From an optimization exercise on the open Yosys and OpenROAD flow, aimed at small area, a short achievable clock period and few clock cycles; shortcuts taken in it are not production practice.
No run shown here included a check of the RTL's function; only the layout flow was run.
Power is estimated from default activity; no workload was simulated.

--- flow/config.mk ---
export PLATFORM = sky130hd
export DESIGN_NAME = egress_stamper
export DESIGN_NICKNAME = egress_stamper
export VERILOG_FILES = /design/flow/design.v
export SDC_FILE = /design/flow/constraint.sdc
export NUM_CORES = 4
export LEC_CHECK = 0
export ABC_CLOCK_PERIOD_IN_PS = 1800
export CAP_MARGIN = 20
export CORE_MARGIN = 2
export CORE_UTILIZATION = 40
export SETUP_SLACK_MARGIN = 2.0
export SLEW_MARGIN = 20
--- flow/constraint.sdc ---
create_clock -name core_clock -period 4.0 [get_ports {clk}]
set_input_delay 0.8000 -clock core_clock [delete_from_list [all_inputs] [get_ports {clk}]]
set_output_delay 0.8000 -clock core_clock [all_outputs]
set_load 0.01 [all_outputs]
--- flow/design.v ---
package egress_stamper_pkg;
    localparam int PACKET_XFER_LEN = 32;
    localparam int LEN_MSB  = 31;
    localparam int LEN_LSB  = 24;
    localparam int DEST_MSB = 15;
    localparam int DEST_LSB = 8;
    localparam int SRC_MSB  = 15;
    localparam int SRC_LSB  = 8;
    localparam int MIN_PKT_BYTES = 24;
    localparam int END_TIME_IDX  = 5;
    localparam int RING_SLOTS = 63;
    function automatic logic len_legal(input logic [7:0] len);
        len_legal = (len[1:0] == 2'b00) && (len[7:2] >= 6'd6);
    endfunction
endpackage
module pkt_ring #(
    parameter int DATA_W = 32,
    parameter int SLOTS  = 63
) (
    input  logic              clk,
    input  logic              we,
    input  logic [DATA_W-1:0] wdata,
    output logic [DATA_W-1:0] rdata
);
    logic [DATA_W-1:0] stage [SLOTS];
    always_ff @(posedge clk) begin
        stage[0] <= we ? wdata : stage[SLOTS-1];
        for (int i = 1; i < SLOTS; i++) begin
            stage[i] <= stage[i-1];
        end
    end
    assign rdata = stage[SLOTS-2];
endmodule
module egress_stamper #(
    parameter int PACKET_XFER_LEN = egress_stamper_pkg::PACKET_XFER_LEN,
    parameter int MAX_WORDS       = 64
) (
    input  logic                       clk,
    input  logic                       reset,
    input  logic                       in_valid,
    input  logic                       in_sop,
    input  logic [PACKET_XFER_LEN-1:0] in_data,
    output logic                       in_ready,
    input  logic [31:0]                counter,
    input  logic                       egress_full,
    output logic                       out_write_en,
    output logic [PACKET_XFER_LEN-1:0] out_data,
    output logic                       busy,
    output logic                       drop_pulse,
    output logic [15:0]                drop_count
);
    localparam int L = egress_stamper_pkg::RING_SLOTS;
    function automatic logic [5:0] inc_slot(input logic [5:0] s);
        inc_slot = (s == 6'(L - 1)) ? 6'd0 : s + 6'd1;
    endfunction
    function automatic logic [15:0] sat_add16(input logic [15:0] a, input logic [1:0] inc);
        logic [16:0] s;
        s = {1'b0, a} + {15'b0, inc};
        sat_add16 = s[16] ? 16'hFFFF : s[15:0];
    endfunction
    logic [5:0] ph, rs, rs2;       
    logic       collecting;        
    logic [5:0] cs;                
    logic [5:0] wrem;              
    logic [5:0] tail;              
    logic [5:0] nh;                
    logic [3:0] npk;               
    logic [5:0] bleft;             
    logic [2:0] bidx;              
    logic       ef_q;              
    logic       dvalid;
    logic [5:0] dstart, dend;
    logic [PACKET_XFER_LEN-1:0] tap;
    logic bl_nz, bl_gt1, bl_one, npk_nz, npk_gt1, last_w;
    logic dead_at_nh, skip, hdr_at, rs_eq_nh, rs_eq_cs, rs_eq_tail, rs_eq_dend;
    logic sel_tap_b, sel_ctr_b;
    assign bl_nz      = (bleft != 6'd0);
    assign bl_gt1     = (bleft[5:1] != 5'd0);
    assign bl_one     = (bleft == 6'd1);
    assign npk_nz     = (npk != 4'd0);
    assign npk_gt1    = (npk[3:1] != 3'd0);
    assign last_w     = (wrem == 6'd1);
    assign rs_eq_nh   = (rs == nh);
    assign rs_eq_cs   = (rs == cs);
    assign rs_eq_tail = (rs == tail);
    assign rs_eq_dend = (rs == dend);
    assign dead_at_nh = dvalid && (nh == dstart);
    assign skip       = !bl_nz && dead_at_nh;
    assign hdr_at     = !bl_nz && rs_eq_nh && !dead_at_nh;
    assign sel_ctr_b  = bl_nz && (bidx == 3'(egress_stamper_pkg::END_TIME_IDX));
    assign sel_tap_b  = bl_nz && !(bidx == 3'(egress_stamper_pkg::END_TIME_IDX));
    logic acc, sop_legal, sop_acc, dat_acc, cnow, start, egress_ok;
    logic hdr_new, abort_legal, abort_bad;
    assign acc         = in_valid && in_ready;
    assign sop_legal   = egress_stamper_pkg::len_legal(in_data[31:24]);
    assign sop_acc     = acc && in_sop;
    assign dat_acc     = acc && !in_sop && collecting;
    assign cnow        = dat_acc && last_w;
    assign hdr_new     = sop_acc && sop_legal;
    assign abort_legal = hdr_new && collecting;
    assign abort_bad   = sop_acc && !sop_legal && collecting;
    assign egress_ok   = !egress_full || !ef_q;
    assign start       = hdr_at && (npk_nz || cnow) && egress_ok;
    logic       collecting_n, dvalid_n, bl_nz_n, npk_nz_n, busy_n, in_ready_n;
    logic       tail_is_rs_n, nh_is_rs_n, direct_hdr;
    logic [5:0] tail_n, nh_n, dstart_n, dend_n;
    logic [1:0] drop_inc;
    logic [15:0] dc_p1, dc_p2;
    always_comb begin
        nh_n     = nh;
        dvalid_n = dvalid;
        dstart_n = dstart;
        dend_n   = dend;
        if (bl_one) nh_n = rs2;                
        if (skip) begin
            nh_n     = dend;
            dvalid_n = 1'b0;
        end
        tail_n       = tail;
        collecting_n = collecting;
        if (hdr_new) begin
            if (collecting) begin
                if (skip || (!dvalid && !npk_nz && !bl_nz)) begin
                    nh_n     = ph;
                    dvalid_n = 1'b0;
                end else if (dvalid) begin
                    dend_n = ph;
                end else begin
                    dvalid_n = 1'b1;
                    dstart_n = cs;
                    dend_n   = ph;
                end
            end else if (!busy) begin
                nh_n     = ph;
                dvalid_n = 1'b0;
            end
            collecting_n = 1'b1;
            tail_n       = rs;
        end else if (abort_bad) begin
            collecting_n = 1'b0;
            tail_n       = cs;
        end else if (dat_acc) begin
            tail_n = rs;
            if (last_w) collecting_n = 1'b0;
        end
    end
    assign tail_is_rs_n = (hdr_new || dat_acc) ||
                          (abort_bad ? rs_eq_cs : rs_eq_tail);
    assign direct_hdr = hdr_new && (collecting ? (skip || (!dvalid && !npk_nz && !bl_nz)) : !busy);
    assign nh_is_rs_n = direct_hdr ? 1'b0 : skip ? rs_eq_dend : (!bl_one && rs_eq_nh);
    assign bl_nz_n  = start || bl_gt1;
    assign npk_nz_n = npk_gt1 || (npk_nz && !(start && !cnow)) || (!npk_nz && cnow && !start);
    assign busy_n   = collecting_n || npk_nz_n || bl_nz_n;
    assign in_ready_n = !busy_n ||
                        (!(dvalid_n && !collecting_n) && tail_is_rs_n && (bl_nz_n || !nh_is_rs_n));
    always_comb begin
        drop_inc = 2'd0;
        if (sop_acc) begin
            if (collecting) drop_inc = sop_legal ? 2'd1 : 2'd2;
            else if (!sop_legal) drop_inc = 2'd1;
        end
    end
    assign dc_p1 = sat_add16(drop_count, 2'd1);
    assign dc_p2 = sat_add16(drop_count, 2'd2);
    pkt_ring #(
        .DATA_W(PACKET_XFER_LEN),
        .SLOTS (L)
    ) u_ring (
        .clk  (clk),
        .we   (in_ready),
        .wdata(in_data),
        .rdata(tap)
    );
    always_ff @(posedge clk) begin
        ef_q <= egress_full;
        if (reset) begin
            ph           <= 6'd0;
            rs           <= 6'd1;
            rs2          <= 6'd2;
            collecting   <= 1'b0;
            npk          <= 4'd0;
            bleft        <= 6'd0;
            dvalid       <= 1'b0;
            drop_pulse   <= 1'b0;
            drop_count   <= 16'd0;
            out_write_en <= 1'b0;
            out_data     <= '0;
            busy         <= 1'b0;
            in_ready     <= 1'b1;
        end else begin
            ph  <= rs;
            rs  <= rs2;
            rs2 <= inc_slot(rs2);
            drop_pulse <= (drop_inc != 2'd0);
            case (drop_inc)
                2'd1:    drop_count <= dc_p1;
                2'd2:    drop_count <= dc_p2;
                default: drop_count <= drop_count;
            endcase
            out_write_en <= start;
            out_data     <= (tap & {PACKET_XFER_LEN{start || sel_tap_b}}) |
                            (PACKET_XFER_LEN'(counter) & {PACKET_XFER_LEN{sel_ctr_b}});
            if (start) begin
                bleft <= tap[31:26] - 6'd1;
                bidx  <= 3'd1;
            end else if (bl_nz) begin
                bleft <= bleft - 6'd1;
                if (bidx != 3'd7) bidx <= bidx + 3'd1;
            end
            npk <= npk + (cnow ? 4'd1 : 4'd0) - (start ? 4'd1 : 4'd0);
            nh         <= nh_n;
            dvalid     <= dvalid_n;
            dstart     <= dstart_n;
            dend       <= dend_n;
            tail       <= tail_n;
            collecting <= collecting_n;
            busy       <= busy_n;
            in_ready   <= in_ready_n;
        end
        if (hdr_new) begin
            cs   <= ph;
            wrem <= in_data[31:26] - 6'd1;
        end else if (dat_acc) begin
            wrem <= wrem - 6'd1;
        end
    end
endmodule
--- flow/run.sh ---
#!/bin/bash
# synth_recipe.tcl (not shown) runs the flow's synth.tcl, then flattens the netlist and writes it again
# the make line also repeats each setting of config.mk as NAME=value (left out here)
make -C /OpenROAD-flow-scripts/flow DESIGN_CONFIG=/design/flow/config.mk WORK_HOME=/design/flow/orfs CLKGATE_MAP_FILE= SYNTH_SCRIPT=/design/flow/synth_recipe.tcl finish
==> results.yml, run 1 <==
run_status:
  status: "timing/DRC/antenna clean"
run:
  drv_cap: 0
timing:
  fin_ws_ns: 1.11
  hold_viol: 0
  fin_crit_sh_pct: 72.3
  worstMarginPinSlew_ns: 0.721
  fin_setup_tns_ns: 0
  fin_crit_ns: 2.89
  clock_skew_ns: 0.0293
  rsz0062_at_grt: "true"
  maxSlewHeadroom_pct: 51.8
  setup_viol: 0
  slew_viol_final: 0
  max_freq_mhz: 346
placement:
  place_congestion: 0.719
  portBuffers: 120
  dp_hpwl_um: 30900
  dpl_worst_slack_ns: 0.242
  place_area_mm2: 0.0501
floorplan:
  row_count: 125
  start_util_pct: 40.3
  core-area_mm2: 0.116
  chipWidth_um: 346
  io_pins: 121
  dieHeight_um: 346
  dieArea_mm2: 0.119
worst_hold_path:
  hold_class: "reg2reg"
detailed_routing:
  wl_per_cell_um: 13.4
  viasPerCell: 3.90
  via_count: 18500
  dr.pass1.iters: 4
  first_iter_violations: 782
  drt-total-wl_um: 63500
  ant_nets: 0
  drc_errors: 0
synthesis:
  ys_seq_area_share_pct: 92.6
  synth_cells: 2677
  synth_seq_cells: 2138
  ys.flop_type: "dfxtp_1"
  syn_nets: 2771
  syn_avg_cell_area_um2: 17.4
  synth_simple_gate_area_share_pct: 2.34
  synthAdderAreaFrac_pct: 0.687
  ys_async_sr_fraction_pct: 0
  syn-cell-area_mm2: 0.0467
  synth_cell_types: 62
  ys_warn_count: 3
  synth_top_family_by_area: "simple AND/OR/NAND/NOR gates"
  synth_compound_area_share_pct: 1.91
  synth-edff-count: 39
  synthMuxAreaShare_pct: 1.00
  synth_xor_area_share_pct: 0.920
global_route:
  grt.overflow.total: 0
  antenna_found_initial: 6
  grt_pass1_vias: 18500
  grt_use_total_pct: 10.6
  grt_start_max_net_pins: 47
  grt_first_pass_wirelength_um: 101000
finish:
  drive_above_1_share_pct: 20.7
  regMostFlops: "u_ring.stage"
  final_util_pct: 49.9
  top_regs: "u_ring.stage: 2016 flops, out_data: 32 flops, drop_count: 16 flops"
  syn2layout_area_growth_pct: 24.0
  fin_area_mm2: 0.0579
  largest_reg_flops: 2016
  fin_nets: 3143
pwr:
  p_per_area_mw_per_mm2: 798
  finalPower_mw: 46.2
  p_leak_nw: 23.6
  ir_worst_vdd_mv: 0.429
clock_network:
  htree_levels: 4
  postCtsHoldBufs: 0
  root_buffer: "clkbuf_16"
  clkTransAtPathRegs_ns: 0.06
  clockBufferDepth: 3
  cts_buffers: 188
  cts_tree: "done"
  cts_sinks: 2138
  clkLatencyLatePin_ns: 0.75
worst_setup_path:
  crit_type: "reg2reg"
  crit_family: "simple AND/OR/NAND/NOR gates"
  critPathRequiredTime_ns: 4.67
  ff2ff_setup_slack_ns: 1.11
  cp_slowest_stage_delay_ns: 0.52
  cp.depth: 12
  cp_max_fo: 3
  endpoint: "npk[3]"
  cp_cell_sequence: "or3_4 > nor4_4 > nor2_2 > or4b_4 > clkinv_4 > ha_4 > inv_4 > ha_4 > a21oi_2 > nor2_1 > or3_1 > a21oi_1"
  critPathLaunchType: "register"
  critical_path_arrival_ns: 3.56
  worst_r2r_endpoint: "npk[3]"
  reg2reg_from: "wrem[2]"
  end_kind: "register"
  startpoint: "wrem[2]"
  crit_path_frequent_cell: "ha_4"
  slowest_stage: "or4b_4"
  reg2regPathDepth: 12
  path_buf_inv: 2
## through the flow
| step | hold WS [ns] | std cells |
|---|---|---|
| floorplan | 0.310 | 2677 |
| global placement | 0.310 | 4303 |
| detailed placement | 0.312 | 4303 |
| CTS | 0.307 | 4710 |
| global route | 0.305 | 4729 |
| finish | 0.305 | 4730 |
## cell families after synthesis
logic type,Yosys count
buf+inv,60
fa+ha+maj,25
xor+xnor,49
compound gates,132
simple gates,231
flops,2138
mux,42
## report_power, final
group / switching, mW / internal [mW] / total [mW]
Clock: 7.59 / 10.6 / 18.2
Sequential: 0.933 / 25.2 / 26.1
Combinational: 1.09 / 0.733 / 1.82
Total: 9.61 / 36.5 / 46.2
## synth_stat cells, types with 21 or more instances
master / number / share of area, %
a21oi_1: 40 / 0.43
dfxtp_1: 2099 / 90
ha_1: 24 / 0.64
nand2_1: 50 / 0.40
inv_1: 26 / 0.21
clkbuf_1: 21 / 0.17
nor2_1: 93 / 0.75
xor2_1: 28 / 0.53
xnor2_1: 21 / 0.39
edfxtp_1: 39 / 2.5
mux2_2: 38 / 0.92
o21ai_0: 21 / 0.23
a22oi_1: 34 / 0.55
## routing by layer
metal / vias up / GRT usage (%) / routed length, um
met5: - / 0 / 22
met4: 4 / 5.06 / 1990
met3: 166 / 3.37 / 3520
met2: 359 / 14.4 / 25100
met1: 8602 / 15.3 / 32800
li1: 9337 / - / -
## worst min path at each step
| stage | start | endpoint | cells past startpoint |
|---|---|---|---|
| 3_5_place_dp | u_ring.stage[11][9] | u_ring.stage[12][9] | 0 |
| 4_1_cts | u_ring.stage[31][5] | u_ring.stage[32][5] | 0 |
| 2_1_floorplan | u_ring.stage[9][0] | u_ring.stage[10][0] | 0 |
| 6_report | u_ring.stage[12][7] | u_ring.stage[13][7] | 0 |
| 3_3_place_gp | u_ring.stage[1][26] | u_ring.stage[2][26] | 0 |
| 5_1_grt | u_ring.stage[12][7] | u_ring.stage[13][7] | 0 |
## area by class of cell
type                            instances  area [um2]
Fill cell                            9500       58000
Sequential cell                      2138       43300
Clock buffer                          271        5510
Multi-Input combinational cell        482        3980
Timing Repair Buffer                  211        2060
Tap cell                             1524        1910
Clock inverter                         75         982
Inverter                               28         130
Antenna cell                            1        2.50
## layout by cell type (no fill, tap or decap), types with 27 or more instances in the layout
cell type,n
a22oi_2,27
xor2_1,28
clkdlybuf4s50_1,57
nor2_1,80
clkbuf_1,36
mux2_2,32
buf_4,61
clkbuf_16,191
buf_6,61
edfxtp_1,39
dfxtp_1,2058
clkinv_2,32
nand2_1,40
clkbuf_8,45
## timing repair
action	in CTS	in global routing
setup buffers	58	17
endpoints found under the setup margin	155	149
resized for setup	367	104
pin swaps	37	47
cloned	3	2
==> run 2: changes to the inputs <==
--- a/flow/config.mk
+++ b/flow/config.mk
@@ -5,9 +5,7 @@
 export SDC_FILE = /design/flow/constraint.sdc
 export NUM_CORES = 4
 export LEC_CHECK = 0
-export ABC_CLOCK_PERIOD_IN_PS = 1800
 export CAP_MARGIN = 20
 export CORE_MARGIN = 2
 export CORE_UTILIZATION = 40
-export SETUP_SLACK_MARGIN = 2.0
 export SLEW_MARGIN = 20
==> run 2 against run 1 <==
Compared with the run above:
- still clean on timing, DRC and antenna
- fmax decreased by 9.6%
- clock skew about the same
- sequential share of layout area increased by 1.5 points
- sequential cell count unchanged
- core utilization decreased by 1.1 points
- clock power increased by 2%
- routed wire length decreased by 8.2%
- clock-buffer cell count decreased by 12
- worst hold slack improved by 0.0018 ns
- first-iteration DRC count increased by 8.3%
- global-route usage decreased by 0.68 points
- register-to-register slack got worse by 0.29 ns
- critical path type is now reg2out
- largest power group unchanged
==> results.yml, run 2 <==
detailed_routing:
  dr.pass1.iters: 5
  wl_per_cell_um: 12.4
  drt-total-wl_um: 58200
  viasPerCell: 3.88
  via_count: 18100
  ant_nets: 0
  first_iter_violations: 847
  drc_errors: 0
synthesis:
  netlist_top_cells_area: "dfxtp_1 90%, edfxtp_1 2.5%, mux2_2 0.92%, nor2_1 0.75%, ha_1 0.64%"
  synth_cell_types: 62
  yosysTopAreaCell: "dfxtp_1"
  synth_most_common_cell: "dfxtp_1"
  synth_top_area_share_pct: 90.1
  ys_warn_count: 3
  synth_cells: 2677
  ys_async_sr_fraction_pct: 0
  synth_seq_cells: 2138
  synth-edff-count: 39
  syn_avg_cell_area_um2: 17.4
  ys.flop_type: "dfxtp_1"
  yosys-top-cells-count: "2,099 x dfxtp_1, 93 x nor2_1, 50 x nand2_1"
  syn_nets: 2771
  syn-cell-area_mm2: 0.0467
  ys_seq_area_share_pct: 92.6
worst_setup_path:
  crit_type: "reg2out"
  critical_path_arrival_ns: 2.40
  critPathLaunchType: "register"
  worst_r2r_endpoint: "npk[3]"
  end_kind: "output port"
  reg2regPathDepth: 12
  critPathRequiredTime_ns: 3.20
  startpoint: "in_ready"
  cp_max_fo: 34
  reg2reg_from: "wrem[2]"
  ff2ff_setup_slack_ns: 0.82
timing:
  clock_skew_ns: 0.0296
  fin_crit_sh_pct: 80.0
  max_freq_mhz: 313
  hold_viol: 0
  maxSlewHeadroom_pct: 37.7
  setup_viol: 0
  worstMarginPinSlew_ns: 0.933
  rsz0062_at_grt: "false"
  fin_setup_tns_ns: 0
  fin_crit_ns: 3.20
  slew_viol_final: 0
clock_network:
  clockBufferDepth: 3
  cts_buffers: 187
  clkTransAtPathRegs_ns: 0.07
  root_buffer: "clkbuf_16"
  post_cts_resized: 0
  postCtsHoldBufs: 0
  htree_levels: 4
  clkLatencyLatePin_ns: 0.75
  cts_tree: "done"
  postCtsSetupBuffers: 0
  cts_sinks: 2138
global_route:
  antenna_found_initial: 5
  grt_pass1_vias: 18200
  grt.overflow.total: 0
  grt_start_max_net_pins: 37
  grt_first_pass_wirelength_um: 95700
  grt_use_total_pct: 9.96
finish:
  multi_input_area_mm2: 0.00322
  largest_reg_flops: 2016
  syn2layout_area_growth_pct: 21.3
  top_regs: "u_ring.stage: 2016 flops, out_data: 32 flops, drop_count: 16 flops"
  drive_above_1_share_pct: 12.9
  n_fill_cell: 9578
  fin_area_mm2: 0.0566
  final_common_cell: "dfxtp_1"
  regMostFlops: "u_ring.stage"
  final_util_pct: 48.8
  layout_common_cells: "2,098 x dfxtp_1, 192 x clkbuf_16, 119 x clkdlybuf4s50_1"
  fin_nets: 3089
  ff_latch_area_mm2: 0.0432
run:
  drv_cap: 0
placement:
  place_congestion: 0.736
  place_area_mm2: 0.0499
  dp_hpwl_um: 30700
  portBuffers: 120
worst_hold_path:
  hold_class: "reg2reg"
  holdPathStages: 0
  worstHoldStart: "u_ring.stage[50][17]"
  min_to: "u_ring.stage[51][17]"
pwr:
  ir_worst_vdd_mv: 0.531
  finalPower_mw: 45.9
  p_per_area_mw_per_mm2: 812
  p_leak_nw: 23.0
floorplan:
  core-area_mm2: 0.116
  start_util_pct: 40.3
  row_count: 125
  dieHeight_um: 346
  dieArea_mm2: 0.119
  io_pins: 121
  chipWidth_um: 346
run_status:
  status: "timing/DRC/antenna clean"
==> run 2: changes by cell type in the layout (fill, tap and decap cells not counted), sizes merged <==
cell,delta
buf,-103
dlygate4sd2,-3
bufinv,+11
clkinv,+1
nand2,-3
inv,-7
clkinvlp,+6
clkdlybuf4s50,+62
diode,+1
clkbuf,-15
clkdlybuf4s15,-3
==> run 2: final cells by class <==
| class | count | area share [%] |
|---|---|---|
| tap | 1524 | 3.37 |
| inverter | 28 | 0.188 |
| multi-input combinational | 479 | 5.69 |
| clock inverter | 86 | 2.21 |
| clock buffer | 259 | 9.52 |
| sequential | 2138 | 76.4 |
| timing repair buffer | 161 | 2.66 |
| antenna | 2 | 0.00885 |
==> run 2: worst max-delay path by stage <==
stage / end / slack (ns)
final: in_ready / 0.80
after global routing: drop_count[15] / 0.50
after CTS: in_ready / 0.70
after detailed placement: drop_count[15] / -0.04
after global placement: drop_count[15] / 0.005
after floorplan: drop_count[12] / 0.54
==> run 2: kinds of logic (layout without fill, tap and decap cells) <==
| logic type | after synthesis | after routing | share of synthesized area, % |
|---|---|---|---|
| flops | 2138 | 2138 | 92.6 |
| simple gates | 231 | 231 | 2.34 |
| compound gates | 132 | 132 | 1.91 |
| buf+inv | 60 | 534 | 0.563 |
| xor+xnor | 49 | 49 | 0.920 |
| mux | 42 | 42 | 1.00 |
| fa+ha+maj | 25 | 25 | 0.687 |
| other cells | 0 | 2 | 0 |
==> run 2: where the power goes <==
| part | internal (mW) | switching, mW |
|---|---|---|
| Clock | 11.2 | 7.42 |
| Sequential | 25.2 | 0.921 |
| Combinational | 0.521 | 0.722 |
| Total | 36.9 | 9.06 |
==> run 2: critical path, stage by stage, from the launching register on <==
cell and delay (ns):
dfxtp_2 0.34, buf_4 0.64, clkdlybuf4s50_1 0.68
==> run 2: stage by stage <==
step	setup slack (ns)	hold WS (ns)	instances
2_1_floorplan	0.543	0.310	2677
3_3_place_gp	0.00465	0.310	4330
3_5_place_dp	-0.0444	0.312	4330
4_1_cts	0.700	0.307	4675
5_1_grt	0.505	0.305	4675
6_report	0.802	0.307	4677
==> run 2: per-layer routing <==
metal	vias up	part of all wire, %	track usage [%]
met5	-	0.043	0
met4	4	3.0	4.93
met3	145	5.2	2.99
met2	339	38	13.1
met1	8445	54	14.7
li1	9213	-	-

-- re-timing with driven ports --
No port has a modelled driver above. Below, the same layouts with a new extraction and two added sets of constraints. Step 1 sets driving cells, clkbuf_16 on the clock port and buf_2 on the other inputs (assumed; they add their load-dependent delay and slew). Step 2, shift: input delay + t, output delay - t, t = (earliest + latest rising clock arrival at the registers) / 2. This alone moves slack from input paths to output paths. Slacks: ideal ports / drivers / drivers and shift; pairs: ideal ports / drivers.
run | t (ns) | slack for setup (ns) | worst setup path after step 2 | slew at the worst register clock pin (ns) | pins driven straight from the clock port
run 1 | 0.806 | 1.109 / 1.109 / 0.608 | input to register | 0.07 / 0.07 | 1
run 2 | 0.800 | 0.802 / 0.725 / -0.076 | input to register | 0.07 / 0.07 | 1
With both steps, setup timing fails in run 2, where it was met with ideal ports. For run 2, which loses most, drivers alone change the setup slack by -0.077 ns; drivers and shift together by -0.878 ns.
